Context: an optimization exercise on an open-source flow, tuned for a short achievable clock period and few clock cycles per item. The choices shown serve that exercise and are no tape-out recipe. Function was checked by simulation only, so behaviour that the tests miss may differ from the original.

==> job 7067 <==
## core_top
module core_top (
    input  logic                  clk_i,
    input  logic                  rst_ni,
    input  logic                  fetch_enable_i,
    input  logic [32-1:0] boot_addr_i,
    output logic                  imem_req_o,
    output logic [32-1:0] imem_addr_o,
    input  logic                  imem_valid_i,
    input  logic [32-1:0] imem_rdata_i,
    output logic                  commit_valid_o,
    output logic [32-1:0] commit_pc_o,
    output logic [3-1:0] commit_rd_o,
    output logic [32-1:0] commit_wdata_o,
    output logic                  commit_we_o
);
==> flow/config.mk <==
export PLATFORM = sky130hd
export DESIGN_NAME = core_top
export DESIGN_NICKNAME = core_top
export VERILOG_FILES = /design/flow/design.v
export SDC_FILE = /design/flow/constraint.sdc
export NUM_CORES = 4
export LEC_CHECK = 0
export CAP_MARGIN = 20
export CORE_MARGIN = 2
export CORE_UTILIZATION = 35
export SETUP_SLACK_MARGIN = 2.5
export SLEW_MARGIN = 20
==> flow/constraint.sdc <==
create_clock -name core_clock -period 6.0 [get_ports {clk_i}]
set_input_delay 1.2000 -clock core_clock [delete_from_list [all_inputs] [get_ports {clk_i}]]
set_output_delay 1.2000 -clock core_clock [all_outputs]
set_load 0.01 [all_outputs]
run.sh (not shown) runs the stock make flow with config.mk's settings and CLKGATE_MAP_FILE= SYNTH_SCRIPT=/design/flow/synth_recipe.tcl, a recipe that flattens the netlist after the stock synthesis.
==> job 2876 (differences from job 7067) <==
--- a/flow/design.v
+++ b/flow/design.v
@@ -71,13 +71,14 @@
     output logic [32-1:0] commit_wdata_o,
     output logic                  commit_we_o
 );
     localparam int unsigned BP_AW = 6;
     localparam int unsigned BP_N  = 1 << BP_AW;
-    localparam int unsigned TW    = 10;
+    logic        fe_q;
     logic        req_q;
     logic        boot_q;
+    logic        busy_q;
     logic        drop_q;
     logic [31:0] pc_q;
     logic [31:0] rpc_q;
     logic        i_valid_q;
     logic [31:0] i_ir_q;
@@ -115,30 +116,32 @@
     logic [2:0]  c_rd_q;
     logic [31:0] c_wdata_q;
     logic        c_we_q;
     logic [31:0] regs_q [1:7];
     logic [1:0]  bt_cnt_q [BP_N];
-    logic [TW-1:0] bt_tgt_q [BP_N];
+    logic [15:0] bt_tgt_q [BP_N];
     logic        redirect;
     logic        ex_ok;
     logic        eq;
     logic [31:0] fix;
     logic            ans;
     logic            open;
     logic            f_taken;
-    logic [TW-1:0]   f_btgt;
+    logic [15:0]     f_btgt;
     logic [31:0]     f_pc4;
     logic [31:0]     f_tgt;
     logic [31:0]     f_pnext;
     logic [31:0]     f_nrm;
     assign imem_req_o  = req_q;
     assign imem_addr_o = pc_q;
     logic        lk_taken_q;
-    logic [TW-1:0] lk_tgt_q;
-    logic [TW:0] lk_seq;
-    logic [TW:0] lk_tk;
-    logic [TW:0] lk_d;
+    logic [15:0] lk_tgt_q;
+    logic [16:0] lk_seq;
+    logic [16:0] lk_tk;
+    logic [16:0] lk_lfix;
+    logic [16:0] lk_fnb;
+    logic [16:0] lk_d;
     assign f_taken = lk_taken_q;
     assign f_btgt  = lk_tgt_q;
     logic [BP_N-1:0] oh_q;
     logic [BP_N-1:0] oh_seq;
     logic [BP_N-1:0] oh_tk;
@@ -158,18 +161,22 @@
         end
     end
     always_comb begin
         lk_seq = '0;
         lk_tk  = '0;
+        lk_lfix = '0;
+        lk_fnb  = '0;
         for (int i = 0; i < BP_N; i++) begin
-            lk_seq = lk_seq | ({(TW+1){oh_seq[i]}} & {bt_cnt_q[i][1], bt_tgt_q[i]});
-            lk_tk  = lk_tk  | ({(TW+1){oh_tk[i]}}  & {bt_cnt_q[i][1], bt_tgt_q[i]});
+            lk_lfix = lk_lfix | ({17{oh_feq[i]}} & {bt_cnt_q[i][1], bt_tgt_q[i]});
+            lk_fnb  = lk_fnb  | ({17{oh_fne[i]}} & {bt_cnt_q[i][1], bt_tgt_q[i]});
+            lk_seq = lk_seq | ({17{oh_seq[i]}} & {bt_cnt_q[i][1], bt_tgt_q[i]});
+            lk_tk  = lk_tk  | ({17{oh_tk[i]}}  & {bt_cnt_q[i][1], bt_tgt_q[i]});
         end
     end
     assign f_pc4   = {pc_q[7:2] == 6'h3f ? pc_q[31:8] + 24'd1 : pc_q[31:8],
                       pc_q[7:2] + 6'd1, 2'b00};
-    assign f_pnext = f_taken ? {pc_q[31:TW+2], f_btgt, 2'b00} : f_pc4;
+    assign f_pnext = f_taken ? {pc_q[31:18], f_btgt, 2'b00} : f_pc4;
     assign f_tgt = pc_q + {{14{imem_rdata_i[15]}}, imem_rdata_i[15:0], 2'b00};
     assign ans  = imem_req_o & imem_valid_i;
     assign open = imem_req_o & ~imem_valid_i;
     always_comb begin
         if (boot_q) begin
@@ -180,26 +187,30 @@
             f_nrm = pc_q;
         end
     end
     always_ff @(posedge clk_i or negedge rst_ni) begin
         if (!rst_ni) begin
+            fe_q   <= 1'b0;
             req_q  <= 1'b0;
             boot_q <= 1'b1;
+            busy_q <= 1'b0;
             drop_q <= 1'b0;
         end else begin
+            fe_q   <= fetch_enable_i;
             req_q  <= open | fetch_enable_i;
             boot_q <= 1'b0;
+            busy_q <= open;
             drop_q <= open & (drop_q | redirect);
         end
     end
     always_comb begin
         if (redirect & ~open) begin
-            lk_d = '0;
+            lk_d = eq ? lk_lfix : lk_fnb;
         end else if (boot_q | redirect) begin
             lk_d = '0;
         end else if (ans) begin
-            lk_d = drop_q ? '0 : (f_taken ? lk_tk : lk_seq);
+            lk_d = drop_q ? 17'h0 : (f_taken ? lk_tk : lk_seq);
         end else begin
             lk_d = {lk_taken_q, lk_tgt_q};
         end
     end
     always_comb begin
@@ -213,12 +224,12 @@
             oh_d = oh_q;
         end
     end
     always_ff @(posedge clk_i) begin
         oh_q       <= oh_d;
-        lk_taken_q <= lk_d[TW];
-        lk_tgt_q   <= lk_d[TW-1:0];
+        lk_taken_q <= lk_d[16];
+        lk_tgt_q   <= lk_d[15:0];
         pc_q <= (redirect & ~open) ? fix : f_nrm;
         if (!drop_q) begin
             rpc_q <= fix;
         end
     end
@@ -377,29 +388,34 @@
     always_ff @(posedge clk_i) begin
         if (ex_ok & ex_we_q) begin
             regs_q[ex_rd_q] <= ex_res;
         end
     end
+    logic             u_valid_q;
     logic             u_jal_q;
     logic             u_br_q;
     logic             u_take_q;
-    logic [TW-1:0]    u_tgt_q;
+    logic [BP_AW-1:0] u_idx_q;
+    logic [15:0]      u_tgt_q;
     logic [BP_N-1:0]  u_sel_q;
     always_ff @(posedge clk_i or negedge rst_ni) begin
         if (!rst_ni) begin
+            u_valid_q <= 1'b0;
             u_sel_q   <= '0;
         end else begin
+            u_valid_q <= ex_ok;
             for (int i = 0; i < BP_N; i++) begin
                 u_sel_q[i] <= ex_ok & (ex_pc_q[BP_AW+1:2] == BP_AW'(i));
             end
         end
     end
     always_ff @(posedge clk_i) begin
         u_jal_q  <= ex_jal_q;
         u_br_q   <= ex_br_q;
         u_take_q <= take;
-        u_tgt_q  <= ex_tgt_q[TW+1:2];
+        u_idx_q  <= ex_pc_q[BP_AW+1:2];
+        u_tgt_q  <= ex_tgt_q[17:2];
     end
     always_ff @(posedge clk_i or negedge rst_ni) begin
         if (!rst_ni) begin
             for (int i = 0; i < BP_N; i++) bt_cnt_q[i] <= 2'd0;
         end else begin
@@ -407,11 +423,11 @@
                 if (u_sel_q[i]) begin
                     if (u_jal_q) begin
                         bt_cnt_q[i] <= 2'd3;
                     end else if (u_br_q) begin
                         if (u_take_q) begin
-                            bt_cnt_q[i] <= 2'd3;
+                            if (bt_cnt_q[i] != 2'd3) bt_cnt_q[i] <= bt_cnt_q[i] + 2'd1;
                         end else begin
                             if (bt_cnt_q[i] != 2'd0) bt_cnt_q[i] <= bt_cnt_q[i] - 2'd1;
                         end
                     end else begin
                         bt_cnt_q[i] <= 2'd0;
--- a/flow/config.mk
+++ b/flow/config.mk
@@ -5,8 +5,8 @@
 export SDC_FILE = /design/flow/constraint.sdc
 export NUM_CORES = 4
 export LEC_CHECK = 0
 export CAP_MARGIN = 20
 export CORE_MARGIN = 2
-export CORE_UTILIZATION = 35
-export SETUP_SLACK_MARGIN = 2.5
+export CORE_UTILIZATION = 45
+export SETUP_SLACK_MARGIN = 3.0
 export SLEW_MARGIN = 20
==> job 6205 (differences from job 7067) <==
--- a/flow/design.v
+++ b/flow/design.v
@@ -71,13 +71,13 @@
     output logic [32-1:0] commit_wdata_o,
     output logic                  commit_we_o
 );
     localparam int unsigned BP_AW = 6;
     localparam int unsigned BP_N  = 1 << BP_AW;
-    localparam int unsigned TW    = 10;
-    logic        req_q;
+    logic        fe_q;
     logic        boot_q;
+    logic        busy_q;
     logic        drop_q;
     logic [31:0] pc_q;
     logic [31:0] rpc_q;
     logic        i_valid_q;
     logic [31:0] i_ir_q;
@@ -86,12 +86,10 @@
     logic [31:0] i_pc4_q;
     logic [31:0] i_tgt_q;
     logic        ex_valid_q;
     logic [31:0] ex_a_q;
     logic [31:0] ex_b_q;
-    logic [31:0] ex_na_q;
-    logic [31:0] ex_nb_q;
     logic        ex_add_q;
     logic        ex_sub_q;
     logic        ex_and_q;
     logic        ex_or_q;
     logic        ex_xor_q;
@@ -101,11 +99,10 @@
     logic        ex_jal_q;
     logic        ex_take_eq_q;
     logic        ex_take_ne_q;
     logic        ex_mis_eq_q;
     logic        ex_mis_ne_q;
-    logic        ex_mis_nb_q;
     logic [31:0] ex_fix_eq_q;
     logic [31:0] ex_fix_ne_q;
     logic [31:0] ex_tgt_q;
     logic [31:0] ex_pc_q;
     logic [2:0]  ex_rd_q;
@@ -115,110 +112,62 @@
     logic [2:0]  c_rd_q;
     logic [31:0] c_wdata_q;
     logic        c_we_q;
     logic [31:0] regs_q [1:7];
     logic [1:0]  bt_cnt_q [BP_N];
-    logic [TW-1:0] bt_tgt_q [BP_N];
+    logic [15:0] bt_tgt_q [BP_N];
     logic        redirect;
-    logic        ex_ok;
-    logic        eq;
     logic [31:0] fix;
     logic            ans;
     logic            open;
+    logic [BP_N-1:0] f_sel;
     logic            f_taken;
-    logic [TW-1:0]   f_btgt;
+    logic [15:0]     f_btgt;
     logic [31:0]     f_pc4;
     logic [31:0]     f_tgt;
     logic [31:0]     f_pnext;
     logic [31:0]     f_nrm;
-    assign imem_req_o  = req_q;
+    assign imem_req_o  = busy_q | (fe_q & ~boot_q);
     assign imem_addr_o = pc_q;
-    logic        lk_taken_q;
-    logic [TW-1:0] lk_tgt_q;
-    logic [TW:0] lk_seq;
-    logic [TW:0] lk_tk;
-    logic [TW:0] lk_d;
-    assign f_taken = lk_taken_q;
-    assign f_btgt  = lk_tgt_q;
-    logic [BP_N-1:0] oh_q;
-    logic [BP_N-1:0] oh_seq;
-    logic [BP_N-1:0] oh_tk;
-    logic [BP_N-1:0] oh_feq;
-    logic [BP_N-1:0] oh_fne;
-    logic [BP_N-1:0] oh_rpc;
-    logic [BP_N-1:0] oh_boot;
-    logic [BP_N-1:0] oh_d;
-    assign oh_seq = {oh_q[BP_N-2:0], oh_q[BP_N-1]};
-    always_comb begin
-        for (int i = 0; i < BP_N; i++) begin
-            oh_tk[i]   = (lk_tgt_q[BP_AW-1:0] == BP_AW'(i));
-            oh_feq[i]  = (ex_fix_eq_q[BP_AW+1:2] == BP_AW'(i));
-            oh_fne[i]  = (ex_fix_ne_q[BP_AW+1:2] == BP_AW'(i));
-            oh_rpc[i]  = (rpc_q[BP_AW+1:2] == BP_AW'(i));
-            oh_boot[i] = (boot_addr_i[BP_AW+1:2] == BP_AW'(i));
-        end
-    end
     always_comb begin
-        lk_seq = '0;
-        lk_tk  = '0;
+        f_taken = 1'b0;
+        f_btgt  = '0;
         for (int i = 0; i < BP_N; i++) begin
-            lk_seq = lk_seq | ({(TW+1){oh_seq[i]}} & {bt_cnt_q[i][1], bt_tgt_q[i]});
-            lk_tk  = lk_tk  | ({(TW+1){oh_tk[i]}}  & {bt_cnt_q[i][1], bt_tgt_q[i]});
+            f_sel[i] = (pc_q[BP_AW+1:2] == BP_AW'(i));
+            f_taken  = f_taken | (f_sel[i] & bt_cnt_q[i][1]);
+            f_btgt   = f_btgt | ({16{f_sel[i]}} & bt_tgt_q[i]);
         end
     end
     assign f_pc4   = {pc_q[7:2] == 6'h3f ? pc_q[31:8] + 24'd1 : pc_q[31:8],
                       pc_q[7:2] + 6'd1, 2'b00};
-    assign f_pnext = f_taken ? {pc_q[31:TW+2], f_btgt, 2'b00} : f_pc4;
+    assign f_pnext = f_taken ? {pc_q[31:18], f_btgt, 2'b00} : f_pc4;
     assign f_tgt = pc_q + {{14{imem_rdata_i[15]}}, imem_rdata_i[15:0], 2'b00};
     assign ans  = imem_req_o & imem_valid_i;
     assign open = imem_req_o & ~imem_valid_i;
     always_comb begin
         if (boot_q) begin
-            f_nrm = {boot_addr_i[31:2], 2'b00};
+            f_nrm = boot_addr_i;
         end else if (ans) begin
             f_nrm = drop_q ? rpc_q : f_pnext;
         end else begin
             f_nrm = pc_q;
         end
     end
     always_ff @(posedge clk_i or negedge rst_ni) begin
         if (!rst_ni) begin
-            req_q  <= 1'b0;
+            fe_q   <= 1'b0;
             boot_q <= 1'b1;
+            busy_q <= 1'b0;
             drop_q <= 1'b0;
         end else begin
-            req_q  <= open | fetch_enable_i;
+            fe_q   <= fetch_enable_i;
             boot_q <= 1'b0;
+            busy_q <= open;
             drop_q <= open & (drop_q | redirect);
         end
     end
-    always_comb begin
-        if (redirect & ~open) begin
-            lk_d = '0;
-        end else if (boot_q | redirect) begin
-            lk_d = '0;
-        end else if (ans) begin
-            lk_d = drop_q ? '0 : (f_taken ? lk_tk : lk_seq);
-        end else begin
-            lk_d = {lk_taken_q, lk_tgt_q};
-        end
-    end
-    always_comb begin
-        if (redirect & ~open) begin
-            oh_d = eq ? oh_feq : oh_fne;
-        end else if (boot_q) begin
-            oh_d = oh_boot;
-        end else if (ans) begin
-            oh_d = drop_q ? oh_rpc : (f_taken ? oh_tk : oh_seq);
-        end else begin
-            oh_d = oh_q;
-        end
-    end
     always_ff @(posedge clk_i) begin
-        oh_q       <= oh_d;
-        lk_taken_q <= lk_d[TW];
-        lk_tgt_q   <= lk_d[TW-1:0];
         pc_q <= (redirect & ~open) ? fix : f_nrm;
         if (!drop_q) begin
             rpc_q <= fix;
         end
     end
@@ -296,63 +245,52 @@
             base_b = rb;
         end
     end
     logic [31:0] sum_add;
     logic [31:0] sum_sub;
+    logic [32:0] sub33;
     logic [31:0] res_and;
     logic [31:0] res_or;
     logic [31:0] res_xor;
     logic [31:0] res_sll;
     logic [31:0] res_srl;
     logic [31:0] ex_res;
+    logic        eq;
     logic        take;
     assign sum_add = ex_a_q + ex_b_q;
-    assign sum_sub = ~(ex_na_q + ex_b_q);
+    assign sub33   = {ex_a_q, 1'b1} + {~ex_b_q, 1'b1};
+    assign sum_sub = sub33[32:1];
     assign res_and = ex_a_q & ex_b_q;
     assign res_or  = ex_a_q | ex_b_q;
     assign res_xor = ex_a_q ^ ex_b_q;
-    assign res_sll = (~ex_na_q) << (~ex_nb_q[4:0]);
-    assign res_srl = (~ex_na_q) >> (~ex_nb_q[4:0]);
-    logic [31:0] res_oth;
-    logic [31:0] oth_a;
-    logic [31:0] oth_b;
-    assign res_oth = ({32{ex_and_q}} & res_and)
-                   | ({32{ex_or_q}}  & res_or)
-                   | ({32{ex_xor_q}} & res_xor)
-                   | ({32{ex_sll_q}} & res_sll)
-                   | ({32{ex_srl_q}} & res_srl);
+    assign res_sll = ex_a_q << ex_b_q[4:0];
+    assign res_srl = ex_a_q >> ex_b_q[4:0];
     assign ex_res = ({32{ex_add_q}} & sum_add)
                   | ({32{ex_sub_q}} & sum_sub)
-                  | res_oth;
-    assign oth_a = fwd_a ? res_oth : base_a;
-    assign oth_b = fwd_b ? res_oth : base_b;
+                  | ({32{ex_and_q}} & res_and)
+                  | ({32{ex_or_q}}  & res_or)
+                  | ({32{ex_xor_q}} & res_xor)
+                  | ({32{ex_sll_q}} & res_sll)
+                  | ({32{ex_srl_q}} & res_srl);
     always_comb begin
-        op_a = ({32{fwd_a & ex_add_q}} & sum_add)
-             | ({32{fwd_a & ex_sub_q}} & sum_sub)
-             | oth_a;
-        op_b = ({32{fwd_b & ex_add_q}} & sum_add)
-             | ({32{fwd_b & ex_sub_q}} & sum_sub)
-             | oth_b;
+        op_a = fwd_a ? ex_res : base_a;
+        op_b = fwd_b ? ex_res : base_b;
     end
     always_ff @(posedge clk_i or negedge rst_ni) begin
         if (!rst_ni) begin
             ex_valid_q  <= 1'b0;
             ex_mis_eq_q <= 1'b0;
             ex_mis_ne_q <= 1'b0;
-            ex_mis_nb_q <= 1'b0;
         end else begin
             ex_valid_q  <= d_valid;
-            ex_mis_eq_q <= d_valid & d_br & ~(d_take_eq ? d_eqt : d_eqn);
-            ex_mis_ne_q <= d_valid & d_br & ~(d_take_ne ? d_eqt : d_eqn);
-            ex_mis_nb_q <= d_valid & ~d_br & ~(d_jal ? d_eqt : d_eqn);
+            ex_mis_eq_q <= d_valid & ~(d_take_eq ? d_eqt : d_eqn);
+            ex_mis_ne_q <= d_valid & ~(d_take_ne ? d_eqt : d_eqn);
         end
     end
     always_ff @(posedge clk_i) begin
         ex_a_q       <= op_a;
         ex_b_q       <= op_b;
-        ex_na_q      <= ~op_a;
-        ex_nb_q      <= ~op_b;
         ex_add_q     <= ~((opc >= 4'h2) & (opc <= 4'h7));
         ex_sub_q     <= (opc == 4'h2);
         ex_and_q     <= (opc == 4'h3);
         ex_or_q      <= (opc == 4'h4);
         ex_xor_q     <= (opc == 4'h5);
@@ -367,51 +305,50 @@
         ex_tgt_q     <= i_tgt_q;
         ex_pc_q      <= i_pc_q;
         ex_rd_q      <= rd;
         ex_we_q      <= d_we;
     end
-    assign eq       = (ex_na_q == ex_nb_q);
+    assign eq       = (ex_a_q == ex_b_q);
     assign take     = eq ? ex_take_eq_q : ex_take_ne_q;
-    assign ex_ok    = ex_valid_q;
-    assign redirect = ex_mis_nb_q | (eq ? ex_mis_eq_q : ex_mis_ne_q);
+    assign redirect = eq ? ex_mis_eq_q : ex_mis_ne_q;
     assign fix      = eq ? ex_fix_eq_q : ex_fix_ne_q;
     always_ff @(posedge clk_i) begin
-        if (ex_ok & ex_we_q) begin
+        if (ex_valid_q & ex_we_q) begin
             regs_q[ex_rd_q] <= ex_res;
         end
     end
+    logic             u_valid_q;
     logic             u_jal_q;
     logic             u_br_q;
     logic             u_take_q;
-    logic [TW-1:0]    u_tgt_q;
-    logic [BP_N-1:0]  u_sel_q;
+    logic [BP_AW-1:0] u_idx_q;
+    logic [15:0]      u_tgt_q;
     always_ff @(posedge clk_i or negedge rst_ni) begin
         if (!rst_ni) begin
-            u_sel_q   <= '0;
+            u_valid_q <= 1'b0;
         end else begin
-            for (int i = 0; i < BP_N; i++) begin
-                u_sel_q[i] <= ex_ok & (ex_pc_q[BP_AW+1:2] == BP_AW'(i));
-            end
+            u_valid_q <= ex_valid_q;
         end
     end
     always_ff @(posedge clk_i) begin
         u_jal_q  <= ex_jal_q;
         u_br_q   <= ex_br_q;
         u_take_q <= take;
-        u_tgt_q  <= ex_tgt_q[TW+1:2];
+        u_idx_q  <= ex_pc_q[BP_AW+1:2];
+        u_tgt_q  <= ex_tgt_q[17:2];
     end
     always_ff @(posedge clk_i or negedge rst_ni) begin
         if (!rst_ni) begin
             for (int i = 0; i < BP_N; i++) bt_cnt_q[i] <= 2'd0;
         end else begin
             for (int i = 0; i < BP_N; i++) begin
-                if (u_sel_q[i]) begin
+                if (u_valid_q && u_idx_q == BP_AW'(i)) begin
                     if (u_jal_q) begin
                         bt_cnt_q[i] <= 2'd3;
                     end else if (u_br_q) begin
                         if (u_take_q) begin
-                            bt_cnt_q[i] <= 2'd3;
+                            if (bt_cnt_q[i] != 2'd3) bt_cnt_q[i] <= bt_cnt_q[i] + 2'd1;
                         end else begin
                             if (bt_cnt_q[i] != 2'd0) bt_cnt_q[i] <= bt_cnt_q[i] - 2'd1;
                         end
                     end else begin
                         bt_cnt_q[i] <= 2'd0;
@@ -419,21 +356,19 @@
                 end
             end
         end
     end
     always_ff @(posedge clk_i) begin
-        for (int i = 0; i < BP_N; i++) begin
-            if (u_sel_q[i] & (u_jal_q | u_br_q)) begin
-                bt_tgt_q[i] <= u_tgt_q;
-            end
+        if (u_valid_q & (u_jal_q | u_br_q)) begin
+            bt_tgt_q[u_idx_q] <= u_tgt_q;
         end
     end
     always_ff @(posedge clk_i or negedge rst_ni) begin
         if (!rst_ni) begin
             c_valid_q <= 1'b0;
         end else begin
-            c_valid_q <= ex_ok;
+            c_valid_q <= ex_valid_q;
         end
     end
     always_ff @(posedge clk_i) begin
         if (ex_valid_q) begin
             c_pc_q    <= ex_pc_q;
--- a/flow/config.mk
+++ b/flow/config.mk
@@ -5,8 +5,8 @@
 export SDC_FILE = /design/flow/constraint.sdc
 export NUM_CORES = 4
 export LEC_CHECK = 0
 export CAP_MARGIN = 20
 export CORE_MARGIN = 2
-export CORE_UTILIZATION = 35
-export SETUP_SLACK_MARGIN = 2.5
+export CORE_UTILIZATION = 60
+export SETUP_SLACK_MARGIN = 3.0
 export SLEW_MARGIN = 20
==> qor.csv <==
stage;metric;value;unit
drt;DRT antenna net count;1;
status;layout violations;antenna rules;
synth;count leader, synth;edfxtp_1;
status;status;finished with violations;
final_layout;biggest regs;bt_tgt_q: 640 flops, regs_q: 224 flops, bt_cnt_q: 128 flops;
-- figures above: job 7067

==> qor.csv <==
stage;metric;value;unit
status;status;did not finish;
die;die extent in x;498;um
synth;count leader, synth;a22oi_1;
status;First Err;[ERROR GRT-0232] Routing congestion too high. Check the congestion heatmap in the GUI.;
global_routing;GRT met2 Usage;0.909;
status;last stage reached;global routing;
die;Starting Density;0.451;
-- figures above: job 2876

==> qor.csv <==
stage;metric;value;unit
status;status;complete, no violations;
drt;DRT antenna net count;0;
final_layout;biggest regs;bt_tgt_q: 1024 flops, regs_q: 224 flops, bt_cnt_q: 128 flops;
die;Rows;135;
drt;drt total wl;338000;um
timing;RSZ-0062 raised after global routing;yes;
drt;Pre-antenna DRT Iters;10;
synth;count leader, synth;edfxtp_1;
-- figures above: job 6205

Testbench counts of job 7067, summed over its fixed seeds: cycles 33,434, instrs 32,000.
Testbench counts of job 2876, summed over its fixed seeds: cycles 33,070, instrs 32,000.
Testbench counts of job 6205, summed over its fixed seeds: cycles 33,070, instrs 32,000.

## port drivers added, routing unchanged
Ports are ideal in the flow. The routed layouts listed here were re-timed in OpenROAD.
Step 1 sets driving cells, clkbuf_16 on the clock port and buf_2 on the other inputs (assumed; they add their load-dependent delay and slew).
Step 2 times the ports against the registers' clock, not the clock port: input delays grow and output delays shrink by t, the midpoint of the rising clock arrivals with the driver on.
a / b / c = no drivers / after step 1 / after step 2; a / b = the first two.
run	shift t [ns]	slack for setup (ns)	cell pins on the clock port's net
job 7067	0.938	2.268 / 2.268 / 1.650	1
job 6205	0.900	1.903 / 1.903 / 1.903	1
For job 7067, which loses most, drivers alone change the setup slack by 0.000 ns; drivers and shift together by -0.618 ns.
